This is an optimization exercise on Yosys and OpenROAD, whose aim is small area and a short achievable clock period, not a production implementation.
In this exercise RTL edits were held to simulation tests only and were not proved equivalent to the original.
No activity file was given, so power comes from the tool's default toggle rates.

## flow/design.v (module list and top-level ports; edited modules follow where they fit)
// module fp_exp_stage: 28 lines
// module fp_align_stage: 72 lines
// module fp_mul_tree: 1980 lines
// module fp_add_stage: 33 lines
// module fp_norm_stage: 47 lines
// module fp_alu: 45 lines
module fp_alu (
    input  wire                     FPUCLK,
    input  wire                     RST,
    input  wire fpu_pkg::fp_word_t  a,
    input  wire fpu_pkg::fp_word_t  b,
    input  wire fpu_pkg::fp_op_e    ctrl,
    output fpu_pkg::fp_word_t       out
);
  // ...
==> flow/run.sh <==
#!/bin/bash
# synth_recipe.tcl (not shown) runs the flow's synth.tcl, then flattens the netlist and writes it again
# the make line also repeats each setting of config.mk as NAME=value (left out here)
make -C /OpenROAD-flow-scripts/flow DESIGN_CONFIG=/design/flow/config.mk WORK_HOME=/design/flow/orfs CLKGATE_MAP_FILE= SYNTH_SCRIPT=/design/flow/synth_recipe.tcl finish
==> flow/config.mk <==
export PLATFORM = sky130hd
export DESIGN_NAME = fp_alu
export DESIGN_NICKNAME = fp_alu
export VERILOG_FILES = /design/flow/design.v
export SDC_FILE = /design/flow/constraint.sdc
export NUM_CORES = 4
export LEC_CHECK = 0
export CAP_MARGIN = 20
export CORE_MARGIN = 2
export CORE_UTILIZATION = 40
export SLEW_MARGIN = 20
==> flow/constraint.sdc <==
create_clock -name core_clock -period 14.5 [get_ports {FPUCLK}]
set_input_delay 2.9000 -clock core_clock [delete_from_list [all_inputs] [get_ports {FPUCLK}]]
set_output_delay 2.9000 -clock core_clock [all_outputs]
set_load 0.01 [all_outputs]
==> summary.txt, run 1 <==
status finished clean; Non-clock buffers 195; max reg flops 83; Signal inverters 285; Worst EP arrival 13690 ps; post-cts sizing count 0; vias per cell 6.17; switching part of the total 49.1%; startpoint types flip-flop; ANT cells 0; # Taps 978; non-filler cells, final 4759; synthesis-to-finish area growth 8.03%; DR top layer met4; post-CTS setup buffers 0; clock sink count 219; post-synthesis adder-cell area fraction 24.6%; Worst path slowest cell or3_2; Buf/Inv on CP 5; Post-Synthesis Cell Area 30500 sq um; chip width 280 um; met3 Usage GRT 6.35%; WP depth 66; Iter 0 DRT Violations 3171; slowest stage delay, CP 560 ps; Hold Path Class reg -> reg; CTS root buf clkbuf_16; Clock buf/inv share 3.06%; maxcap violations 0; commonest cells after routing, fill and taps aside 458 x a21oi_1, 418 x nor2_1, 272 x inv_1; dominant synthesized flop cell dfxtp_1; Hold Path Sink u_add.s3[34]; antenna violations before repair 0; multi-input logic cell count 3028
==> module fp_norm_stage, before the edit <==
module fp_norm_stage (
    input  wire                        FPUCLK,
    input  wire                        RST,
    input  wire                        v3,
    input  wire fpu_pkg::sum_stage_t   s3,
    output fpu_pkg::fp_word_t          out
);
    logic [4:0]        lz;
    logic [24:0]       norm;
    fpu_pkg::fp_word_t nxt_out;
    function automatic logic [4:0] lead_zeros(input logic [24:0] v);
        logic [4:0] n;
        logic       found;
        int         i;
        n     = 5'd0;
        found = 1'b0;
        for (i = 24; i >= 0; i = i - 1)
        begin
            if (!found)
            begin
                if (v[i])
                    found = 1'b1;
                else
                    n = n + 5'd1;
            end
        end
        lead_zeros = n;
    endfunction
    assign lz   = lead_zeros(s3.mant);
    assign norm = s3.mant << lz;
    always_comb
    begin
        if (s3.inf)
            nxt_out = {s3.sign, fpu_pkg::EXP_INF, 23'd0};
        else if (s3.kill || (s3.mant == 25'd0))
            nxt_out = '0;
        else
            nxt_out = {s3.sign, s3.exp - {3'd0, lz}, norm[23:1]};
    end
    always_ff @(posedge FPUCLK or negedge RST)
    begin
        if (!RST)
            out <= '0;
        else if (v3)
            out <= nxt_out;           
    end
endmodule
==> run 2, diff against run 1 <==
--- a/flow/design.v
+++ b/flow/design.v
@@ -2168,26 +2168,30 @@
     logic [4:0]        lz;
     logic [24:0]       norm;
     fpu_pkg::fp_word_t nxt_out;
-    function automatic logic [4:0] lead_zeros(input logic [24:0] v);
-        logic [4:0] n;
-        logic       found;
-        int         i;
-        n     = 5'd0;
-        found = 1'b0;
-        for (i = 24; i >= 0; i = i - 1)
-        begin
-            if (!found)
-            begin
-                if (v[i])
-                    found = 1'b1;
-                else
-                    n = n + 5'd1;
-            end
-        end
-        lead_zeros = n;
-    endfunction
-    assign lz   = lead_zeros(s3.mant);
-    assign norm = s3.mant << lz;
+    logic [31:0] v;
+    logic [15:0] z1;             
+    logic [7:0]  z2;             
+    logic [3:0]  z3;             
+    logic [1:0]  z4;             
+    logic [31:0] t16, t8, t4, t2;
+    assign v = {s3.mant, 7'd0};
+    always_comb
+    begin
+        for (int i = 0; i < 16; i++) z1[i] = ~(v[2*i] | v[2*i+1]);
+        for (int i = 0; i < 8; i++)  z2[i] = z1[2*i] & z1[2*i+1];
+        for (int i = 0; i < 4; i++)  z3[i] = z2[2*i] & z2[2*i+1];
+        for (int i = 0; i < 2; i++)  z4[i] = z3[2*i] & z3[2*i+1];
+    end
+    assign lz[4] = z4[1];
+    assign t16   = lz[4] ? {v[15:0], 16'd0} : v;
+    assign lz[3] = lz[4] ? z3[1] : z3[3];
+    assign t8    = lz[3] ? {t16[23:0], 8'd0} : t16;
+    assign lz[2] = ~|t8[31:28];
+    assign t4    = lz[2] ? {t8[27:0], 4'd0} : t8;
+    assign lz[1] = ~|t4[31:30];
+    assign t2    = lz[1] ? {t4[29:0], 2'd0} : t4;
+    assign lz[0] = ~t2[31];
+    assign norm  = lz[0] ? t2[30:6] : t2[31:7];
     always_comb
     begin
         if (s3.inf)
==> run 2 against run 1 <==
Largest power group unchanged. Non-clock buffer count shrank 4. Register-to-register slack gained 7200 ps. Still clean on timing, DRC and antenna. Utilization grew 0.34 points.
==> summary.txt, run 2 <==
post-CTS setup buffers 0 (unchanged); max-slew violation count 0 (unchanged); Final #Nets 3960 (was 4254); worst r2r path cells 14 (was 66); Hold Path Stages 0 (unchanged); Die ar. 72600 sq um (was 78600 sq um); Post-Synthesis Cell Area 28200 sq um (was 30500 sq um); post-route ant nets 0 (unchanged); largest net degree at the start of global routing 86 (was 87); largest registers u_align.s2: 83 flops, u_exp.s1: 65 flops, u_add.s3: 36 flops (unchanged); Synth Warn # 4 (unchanged); startpoint types flip-flop (unchanged); FF-to-FF End u_align.s2[64] (was u_norm.out[30]); max_slew headroom 25.8% (was 22.7%); htree depth 1 (unchanged); fillers 7075 (was 7653); Post-DP HPWL 70600 um (was 77400 um); CTS root buf clkbuf_16 (unchanged); Power Density 156 nW/um^2 (was 163 nW/um^2); Fmax 166 MHz (was 76.0 MHz); worst r2r src u_exp.s1[13] (was u_add.s3[24]); crit share post-route 41.5% (was 90.8%); Max FO, Critical Path 80 (was 26); commonest non-fill, non-tap cell in the layout a21oi_1 (unchanged); Iter 0 DRT Violations 3437 (was 3171); status finished clean (unchanged); DR WL/cell 23.3 um (was 23.4 um); routed wire length 104000 um (was 111000 um); crit end category flip-flop (unchanged); Hold Path Sink u_add.s3[31] (was u_add.s3[34]); Fin. Hold Viols 0 (unchanged); global-route wire length before repair 158000 um (was 171000 um); # IOs 101 (unchanged); synthesized area per cell 7.72 sq um (was 7.75 sq um); crit path kind reg -> reg (unchanged); Worst EP arrival 6530 ps (was 13690 ps); antenna violations before repair 0 (unchanged); Worst-Margin Slew 1110 ps (was 1160 ps); LEAKAGE 12.7 nW (was 13.5 nW); Synth top area share 18.0% (was 16.6%); sequential-to-total area share from yosys stat 16.2% (was 14.9%); worst-case clock skew 16.3 ps (was 63.0 ps); gr ovfl total 0 (unchanged); synth cell count leaders 384 x a21oi_1, 342 x inv_1, 332 x nor2_1 (was 458 x a21oi_1, 423 x nor2_1, 307 x clkbuf_1); Mapped Nets 4127 (was 4435); dominant synthesized flop cell dfxtp_1 (unchanged); RSZ-0062 raised after global routing false (unchanged); Hold Path Class reg -> reg (unchanged); starting utilization of the core area 40.3% (about the same); vias in the first global route 25400 (was 27600); HP Start u_align.s2[78] (was u_align.s2[81]); RePlAce Congestion 0.938 (was 0.972); library cells used by synthesis 85 (was 108); cts hold-fix bufs 0 (unchanged); Die Span Y 270 um (was 280 um); Post-synth EDFFs 0 (unchanged); commonest cells after routing, fill and taps aside 384 x a21oi_1, 341 x inv_1, 326 x nor2_1 (was 458 x a21oi_1, 418 x nor2_1, 272 x inv_1); CORE AREA 69900 sq um (was 75800 sq um); PortBufs 100 (unchanged); CP required 15020 ps (about the same); Final Critical Period 6010 ps (was 13170 ps); most common cell in the netlist a21oi_1 (unchanged); #FFs+latches synth 219 (unchanged); row count 97 (was 101); DR pass1 iterations 7 (was 6); Reg with most FFs u_align.s2 (unchanged); ANT cells 0 (unchanged); TritonCTS Buffers 28 (was 29); max reg flops 83 (unchanged); register-to-register path setup slack 8490 ps (was 1330 ps); DRC Markers 0 (unchanged); Area contributors post-synth fa_1 18%, dfxtp_1 13%, a21oi_1 6.8% (was fa_1 17%, dfxtp_1 12%, a21oi_1 7.5%); worst vdd ir 112 uV (was 120 uV); Reg clk slew, reported paths 70 ps (was 60 ps); largest area contributor in the netlist fa_1 (unchanged); CTS tree yes (unchanged); Longest Clk Path Bufs 3 (unchanged); Gate Count Post-Synth 3652 (was 3939); post-cts sizing count 0 (unchanged); maxcap violations 0 (unchanged); share of cells above drive strength 1 6.73% (was 7.35%); clk latency of the worst-skew pair 590 ps (was 660 ps); Setup Total Neg Slack 0 ps (unchanged); chip width 270 um (was 280 um); fin util 43.9% (was 43.5%); global-route usage over all layers 27.7% (was 27.9%); Final Setup Violations 0 (unchanged); clock sink count 219 (unchanged); share of flip-flops with an asynchronous set or reset 16.0% (unchanged); synthesis-to-finish area growth 8.74% (was 8.03%); vias per cell 6.10 (was 6.17); vias 27100 (was 29400)
## run 2: cell count changes in the layout (fill, tap and decap cells not counted), moves of 13 or more
cell | previous run | this run
o31ai_1 | 39 | 22
nor2b_1 | 56 | 43
a22oi_1 | 49 | 109
inv_1 | 272 | 341
a21oi_1 | 458 | 384
nand2b_1 | 29 | 15
o21ai_0 | 200 | 257
ha_1 | 173 | 152
o311a_1 | 11 | 28
mux2i_1 | 104 | 68
nor3_1 | 37 | 22
nor2_1 | 418 | 326
a221oi_1 | 161 | 115
## run 2: per-stage QoR
step / area (sq um) / power, mW / setup slack [ps] / hold slack, ps / instances
after detailed placement: 29600 / 3.96 / 8710 / 312 / 4395
after floorplan: 28200 / 3.04 / 9820 / 310 / 3652
after global placement: 29600 / 3.94 / 8670 / 312 / 4395
after CTS: 30700 / 4.80 / 8680 / 326 / 4447
final: 30700 / 4.80 / 8490 / 325 / 4447
after global routing: 30700 / 5.29 / 8160 / 330 / 4447
## run 2: worst max-delay path, cell delays in order, from the launching register on
cell and delay, ps:
dfxtp_2 320, buf_4 620, clkinv_1 700, ha_1 520, nand2_1 60, nor4_1 840, nand3_1 300, a21boi_0 250
a31oi_4 700, mux2_2 410, a31oi_1 430, o31a_1 210, a31oi_1 70, or3_1 350, a31oi_1 130
## run 2: worst max-delay path by stage
stage	from	cells after the start	endpoint	slack [ps]
4_1_cts	u_exp.s1[1]	18	u_align.s2[70]	8680
3_3_place_gp	u_exp.s1[7]	17	u_align.s2[11]	8670
5_1_grt	u_exp.s1[1]	18	u_align.s2[70]	8160
2_1_floorplan	u_exp.s1[3]	17	u_align.s2[70]	9820
6_report	u_exp.s1[13]	14	u_align.s2[64]	8490
3_5_place_dp	u_exp.s1[13]	14	u_align.s2[64]	8710
## run 2: power breakdown
group | internal [mW] | switching [mW] | total, mW
Sequential | 0.770 | 0.160 | 0.930
Clock | 0.481 | 0.316 | 0.797
Combinational | 1.31 | 1.77 | 3.07
Total | 2.56 | 2.24 | 4.80
## run 2: cells by family after synthesis
family                     Yosys count  share of synthesized area, %
AOI/OAI and AO/OA                 1281                          29.1
buffers and inverters              744                          10.1
muxes                               97                          3.81
xor gates and xnor gates           101                          3.14
DFF                                219                          16.2
and+or+nand+nor                    778                          12.0
adders and majority gates          432                          25.7
## run 2: final cells by class
class	instances	area, sq um	area share [%]
Tap cell	940	1180	3.84
Clock buffer	33	782	2.55
Inverter	356	1340	4.36
Sequential cell	219	4600	15.0
Timing Repair Buffer	191	1680	5.49
Multi-Input combinational cell	2689	20800	67.9
Clock inverter	19	270	0.881
## run 2: layer usage
layer,up-vias,GRT usage (%),wire (um)
met5,-,0,0
met4,0,12.4,5180
li1,12500,-,-
met1,12900,36.6,41800
met2,1454,43.3,46200
met3,283,6.23,10400

## re-timing with driven ports
No port has a modelled driver above. Below, the same layouts with a new extraction and two added sets of constraints. Step 1 sets driving cells, clkbuf_16 on the clock port and buf_2 on the other inputs (assumed; they add their load-dependent delay and slew). Step 2 also shifts input and output timing later by t, the mid clock arrival at the registers, as if the neighbouring blocks saw the same clock. a / b / c = ideal ports / drivers / drivers and shift; a / b = the first two.
| run | t, ns | slack for setup (ns) | worst data-port slew with drivers (ns) | cell pins on the clock port's net |
|---|---|---|---|---|
| run 1 | 0.694 | 1.335 / 1.335 / 1.335 | 0.04 | 1 |
| run 2 | 0.647 | 8.486 / 8.486 / 8.486 | 0.08 | 1 |
After both steps every run listed still meets setup and hold.
